What follows belongs to an exercise in optimizing a design on an open flow for small area, a short achievable clock period and few clock cycles per item; a production flow would make more cautious choices. RTL that was checked went through simulation tests only; none was proved equivalent to the original. Power is estimated from default activity; no workload was simulated.

==> trial 7: inputs <==
// conv_top
module conv_top (
    input  logic                                  clk_i,
    input  logic                                  rstn_i,
    input  logic                                  cfg_valid_i,
    input  logic [9*8-1:0]    cfg_coef_i,
    input  conv_pkg::conv_mode_e                  cfg_mode_i,
    input  logic                                  cfg_sat_i,
    input  logic                                  pix_valid_i,
    input  conv_pkg::pix_t                        pix_i,
    input  logic                                  stall_i,
    output logic                                  busy_o,
    output logic                                  out_valid_o,
    output conv_pkg::pix_t                        out_pix_o
);
==> flow/config.mk <==
export PLATFORM = sky130hd
export DESIGN_NAME = conv_top
export DESIGN_NICKNAME = conv_top
export VERILOG_FILES = /design/flow/design.v
export SDC_FILE = /design/flow/constraint.sdc
export NUM_CORES = 4
export LEC_CHECK = 0
export CAP_MARGIN = 20
export CORE_MARGIN = 2
export CORE_UTILIZATION = 60
export CTS_BUF_LIST = sky130_fd_sc_hd__clkbuf_8
export CTS_CLUSTER_DIAMETER = 40
export CTS_CLUSTER_SIZE = 16
export SLEW_MARGIN = 20
==> flow/constraint.sdc <==
create_clock -name core_clock -period 11.0 [get_ports {clk_i}]
set_input_delay 2.2000 -clock core_clock [delete_from_list [all_inputs] [get_ports {clk_i}]]
set_output_delay 2.2000 -clock core_clock [all_outputs]
set_load 0.01 [all_outputs]
standard.sh (not shown) runs the stock make flow with config.mk's settings and CLKGATE_MAP_FILE= SYNTH_SCRIPT=/design/flow/synth_recipe.tcl, a recipe that flattens the netlist after the stock synthesis.
==> flow/flow/run.sh <==
#!/bin/bash
set -euo pipefail
bash standard.sh \
  SETUP_SLACK_MARGIN=7.5 \
  MATCH_CELL_FOOTPRINT=0 \
  "CTS_ARGS=-sink_clustering_enable -repair_clock_nets -dont_use_dummy_load -sink_clustering_size 16 -sink_clustering_max_diameter 40 -buf_list sky130_fd_sc_hd__clkbuf_8 -root_buf sky130_fd_sc_hd__clkbuf_16" \
  finish > flow_make.log 2>&1
==> trial 54 (differences from trial 7) <==
--- a/flow/design.v
+++ b/flow/design.v
@@ -306,31 +306,27 @@
             d[5*i+3] = (g == 4'b0111) || (g == 4'b1000);
             d[5*i+4] = g[3];
         end
         recode = d;
     endfunction
-    logic                 zero_r;
     always_ff @(posedge clk_i) begin
         if (!rstn_i) begin
-            zero_r  <= 1'b1;
+            for (int k = 0; k < 9; k++) begin
+                dig_r[k] <= '0;
+            end
             gauss_r <= 1'b0;
             erode_r <= 1'b0;
             sat_r   <= 1'b0;
         end else if (cfg_valid_i && !stall_i) begin
-            zero_r  <= 1'b0;
-            gauss_r <= (cfg_mode_i == conv_pkg::MODE_GAUSS);
-            erode_r <= (cfg_mode_i == conv_pkg::MODE_ERODE);
-            sat_r   <= cfg_sat_i;
-        end
-    end
-    always_ff @(posedge clk_i) begin
-        if (cfg_valid_i && !stall_i) begin
             for (int k = 0; k < 9; k++) begin
                 dig_r[k] <= recode({cfg_coef_i[(9 - k) * 8 - 1] &&
                                     (cfg_mode_i != conv_pkg::MODE_GAUSS),
                                     cfg_coef_i[(9 - k) * 8 - 1 -: 8]});
             end
+            gauss_r <= (cfg_mode_i == conv_pkg::MODE_GAUSS);
+            erode_r <= (cfg_mode_i == conv_pkg::MODE_ERODE);
+            sat_r   <= cfg_sat_i;
         end
     end
     logic [19:0] r1a_r, r1b_r, r2a_r, r2b_r, oa_r, ob_r;
     logic [19:0] v0a, v0b, v1a, v1b, v2a, v2b;
     logic v0_w1;
@@ -2342,13 +2338,11 @@
     end
     logic [19:0]    sum;
     conv_pkg::pix_t result;
     always_comb begin
         sum = oa_r + ob_r;
-        if (zero_r) begin
-            result = '0;
-        end else if (erode_r) begin
+        if (erode_r) begin
             result = oh_r ? '1 : oc_r;
         end else if (gauss_r) begin
             result = sum[4 +: 8] +
                      conv_pkg::pix_t'(sum[4-1]);    
         end else if (sat_r && sum[19]) begin
==> flow/flow/run.sh (replaced) <==
#!/bin/bash
set -euo pipefail
bash standard.sh \
  SETUP_SLACK_MARGIN=7.5 \
  "CTS_ARGS=-sink_clustering_enable -repair_clock_nets -dont_use_dummy_load -sink_clustering_size 16 -sink_clustering_max_diameter 40 -buf_list sky130_fd_sc_hd__clkbuf_8 -root_buf sky130_fd_sc_hd__clkbuf_16" \
  finish > flow_make.log 2>&1
==> trial 70 (differences from trial 7) <==
--- a/flow/design.v
+++ b/flow/design.v
@@ -306,31 +306,27 @@
             d[5*i+3] = (g == 4'b0111) || (g == 4'b1000);
             d[5*i+4] = g[3];
         end
         recode = d;
     endfunction
-    logic                 zero_r;
     always_ff @(posedge clk_i) begin
         if (!rstn_i) begin
-            zero_r  <= 1'b1;
+            for (int k = 0; k < 9; k++) begin
+                dig_r[k] <= '0;
+            end
             gauss_r <= 1'b0;
             erode_r <= 1'b0;
             sat_r   <= 1'b0;
         end else if (cfg_valid_i && !stall_i) begin
-            zero_r  <= 1'b0;
-            gauss_r <= (cfg_mode_i == conv_pkg::MODE_GAUSS);
-            erode_r <= (cfg_mode_i == conv_pkg::MODE_ERODE);
-            sat_r   <= cfg_sat_i;
-        end
-    end
-    always_ff @(posedge clk_i) begin
-        if (cfg_valid_i && !stall_i) begin
             for (int k = 0; k < 9; k++) begin
                 dig_r[k] <= recode({cfg_coef_i[(9 - k) * 8 - 1] &&
                                     (cfg_mode_i != conv_pkg::MODE_GAUSS),
                                     cfg_coef_i[(9 - k) * 8 - 1 -: 8]});
             end
+            gauss_r <= (cfg_mode_i == conv_pkg::MODE_GAUSS);
+            erode_r <= (cfg_mode_i == conv_pkg::MODE_ERODE);
+            sat_r   <= cfg_sat_i;
         end
     end
     logic [19:0] r1a_r, r1b_r, r2a_r, r2b_r, oa_r, ob_r;
     logic [19:0] v0a, v0b, v1a, v1b, v2a, v2b;
     logic v0_w1;
@@ -2342,13 +2338,11 @@
     end
     logic [19:0]    sum;
     conv_pkg::pix_t result;
     always_comb begin
         sum = oa_r + ob_r;
-        if (zero_r) begin
-            result = '0;
-        end else if (erode_r) begin
+        if (erode_r) begin
             result = oh_r ? '1 : oc_r;
         end else if (gauss_r) begin
             result = sum[4 +: 8] +
                      conv_pkg::pix_t'(sum[4-1]);    
         end else if (sat_r && sum[19]) begin
==> flow/flow/run.sh (replaced) <==
#!/bin/bash
set -euo pipefail
bash standard.sh \
  SETUP_SLACK_MARGIN=7.0 \
  "CTS_ARGS=-sink_clustering_enable -repair_clock_nets -dont_use_dummy_load -sink_clustering_size 20 -sink_clustering_max_diameter 45 -buf_list sky130_fd_sc_hd__clkbuf_8 -root_buf sky130_fd_sc_hd__clkbuf_16" \
  finish > flow_make.log 2>&1
- CTS_CLUSTER_DIAMETER: 40 -> 45
- CTS_CLUSTER_SIZE: 16 -> 20
==> notes.md <==
Between trial 70 and trial 7, the lower sequential power is in trial 70 (gap about 2%, measured against trial 7). Utilization: trial 7 > trial 54 > trial 70. Between trial 54 and trial 7, the lower combinational power is in trial 54 (gap about 45%, measured against trial 7). Maximum frequency: trial 7 is lower than trial 54 (about 3%). Of trial 54 and trial 7, trial 54 has the higher clock skew (gap 0.012 ns). Flip-flop and latch count: trial 7 is higher than trial 54 (1). In area after synthesis, trial 70 and trial 7 hardly differ. Critical path depth is the same in trial 7 and trial 54. Routed wire length: trial 70 < trial 54 < trial 7. The lowest cell count belongs to trial 7, the highest to trial 54.
==> figures <==
| quantity | trial 54 | trial 7 | trial 70 |
|---|---|---|---|
| Outcome | complete, no violations | complete, no violations | complete, no violations |
| Switching pwr | 0.00845 W | 0.0103 W | 0.00827 W |
| Via count | 59867 | 57935 | 58752 |
| Quantity of gates resized following cts | 415 | 371 | 100 |
| Fraction of post-synthesis cell area in the top cell type by area | 79.3% | 77.3% | 79.3% |
| Count of non-CTS buffers in the layout | 234 | 316 | 157 |
| Destination of the worst hold path | i_line_buffer.row0_r[2362] | i_line_buffer.row1_r[1321] | i_line_buffer.row0_r[2201] |
| Multi-input gate count | 2345 | 2107 | 2342 |
| Period utilisation layout | 37.3% | 38.5% | 37.3% |
| Critical-path cell with the highest stage delay | fa_2 | a222oi_1 | a222oi_1 |
| Ratio of layout area to synthesized area | 1.099x | 1.106x | 1.078x |
| Worst stage delay on the critical path | 0.68 ns | 0.83 ns | 0.69 ns |
| Data required time at the worst endpoint | 11.70 ns | 11.73 ns | 11.56 ns |
| Via count of the first global-routing pass | 60472 | 59270 | 59735 |
| Worst R2R Path Depth | 12 | 12 | 11 |
| Pre-CTS setup slack | 5.46 ns | 6.55 ns | 5.49 ns |
| Simple-gate share of the synthesized area | 2.29% | 1.90% | 2.29% |
| Initial core utilization | 60.5% | 60.5% | 60.5% |
| Post-Syn Instances | 8672 | 8390 | 8672 |
| Met3 usage | 4.15% | 3.65% | 3.73% |
| Share of synthesized cell area in full adder, half adder and majority cells | 5.14% | 5.15% | 5.14% |
Testbench counts of trial 54, summed over its fixed seeds: cycles 1,542,548, pixels 1,536,000.
Testbench counts of trial 70, summed over its fixed seeds: cycles 1,542,548, pixels 1,536,000.
No functional check of the RTL was part of trial 7.

---

==> run Z: inputs <==
Another version of the RTL of conv_top (not shown whole).
==> flow/design.v (excerpt) <==
module conv_top (
    input  logic                                  clk_i,
    input  logic                                  rstn_i,
    input  logic                                  cfg_valid_i,
    input  logic [9*8-1:0]    cfg_coef_i,
    input  conv_pkg::conv_mode_e                  cfg_mode_i,
    input  logic                                  cfg_sat_i,
    input  logic                                  pix_valid_i,
    input  conv_pkg::pix_t                        pix_i,
    input  logic                                  stall_i,
    output logic                                  busy_o,
    output logic                                  out_valid_o,
    output conv_pkg::pix_t                        out_pix_o
);
==> flow/config.mk <==
export PLATFORM = sky130hd
export DESIGN_NAME = conv_top
export DESIGN_NICKNAME = conv_top
export VERILOG_FILES = /design/flow/design.v
export SDC_FILE = /design/flow/constraint.sdc
export NUM_CORES = 4
export LEC_CHECK = 0
export CAP_MARGIN = 20
export CORE_MARGIN = 2
export CORE_UTILIZATION = 60
export CTS_BUF_LIST = sky130_fd_sc_hd__clkbuf_16
export CTS_CLUSTER_DIAMETER = 50
export CTS_CLUSTER_SIZE = 24
export SLEW_MARGIN = 20
==> flow/constraint.sdc <==
create_clock -name core_clock -period 11.0 [get_ports {clk_i}]
set_input_delay 2.2000 -clock core_clock [delete_from_list [all_inputs] [get_ports {clk_i}]]
set_output_delay 2.2000 -clock core_clock [all_outputs]
set_load 0.01 [all_outputs]
run.sh (not shown) runs the stock make flow with config.mk's settings and CLKGATE_MAP_FILE= SYNTH_SCRIPT=/design/flow/synth_recipe.tcl, a recipe that flattens the netlist after the stock synthesis.
Stock flow here: none of the scripts above is used.
==> inputs of run K, as changes to run Z <==
Settings changed: CTS_BUF_LIST sky130_fd_sc_hd__clkbuf_16 to sky130_fd_sc_hd__clkbuf_8, CTS_CLUSTER_DIAMETER 50 to 40, CTS_CLUSTER_SIZE 24 to 16.
==> notes.md <==
quantity	run K	run Z
Result of the run	finished clean	finished clean
Multi-input logic portion of the cell area	16.4%	16.1%
Routed wl met3	14800 um	12800 um
Worst path arrival time	6.58 ns	6.45 ns
Clock latency reported for the late side of the worst-skew pair	1.15 ns	1.00 ns
Initial antenna violation count	40	39
Clock power frac	31.4%	35.7%
Amount of wire on met2 after detailed routing	109000 um	111000 um
Core Util, Final	66.1%	67.3%
Final worst clock skew	0.143 ns	0.103 ns
Post-Route M1 WL	122000 um	124000 um
Destination of the worst hold path	i_line_buffer.row1_r[2346]$_DFF_P_	i_line_buffer.row0_r[353]$_DFF_P_
Transition at the pin with the smallest max-transition slack	1.10 ns	1.11 ns
Tightest slew margin relative to the limit	25.8%	25.9%
Pwr per Cell Area	230 nW/um2	241 nW/um2
Final standard cell area without fillers	154000 um2	156000 um2
No functional check of the RTL was part of any run of this note.

-- re-timing with driven ports --
How much do the figures lean on ideal ports? The routed layouts below were timed once more, with nothing changed but the port constraints.
Step 1 (the two cells are an assumption about what drives the block):
set clk [get_ports {clk_i}]
set_driving_cell -lib_cell sky130_fd_sc_hd__clkbuf_16 $clk
set_driving_cell -lib_cell sky130_fd_sc_hd__buf_2 [delete_from_list [all_inputs] $clk]
Step 2 times the ports against the registers' clock, not the clock port: input delays grow and output delays shrink by t, the midpoint of the rising clock arrivals with the driver on.
a / b / c = ideal ports / drivers / drivers and shift; a / b = the first two.
| run | t, ns | slack for setup (ns) | worst setup path after step 2 | clock arrival spread, ns | worst register clock-pin slew, ns |
|---|---|---|---|---|---|
| trial 7 | 0.936 | 6.763 / 6.763 / 6.763 | register to register | 0.112 / 0.112 | 0.10 / 0.10 |
| trial 54 | 0.928 | 6.896 / 6.896 / 6.692 | input to register | 0.131 / 0.130 | 0.10 / 0.10 |
| trial 70 | 0.928 | 6.895 / 6.895 / 6.223 | input to register | 0.134 / 0.134 | 0.11 / 0.11 |
| run Z | 1.017 | 5.306 / 5.306 / 5.306 | register to register | 0.141 / 0.142 | 0.09 / 0.09 |
| run K | 1.159 | 5.310 / 5.310 / 5.310 | register to register | 0.163 / 0.163 | 0.10 / 0.10 |
After both steps every run listed still meets setup and hold. The setup slack of trial 70, which loses most, moves by 0.000 ns with the drivers and by -0.672 ns with both steps.
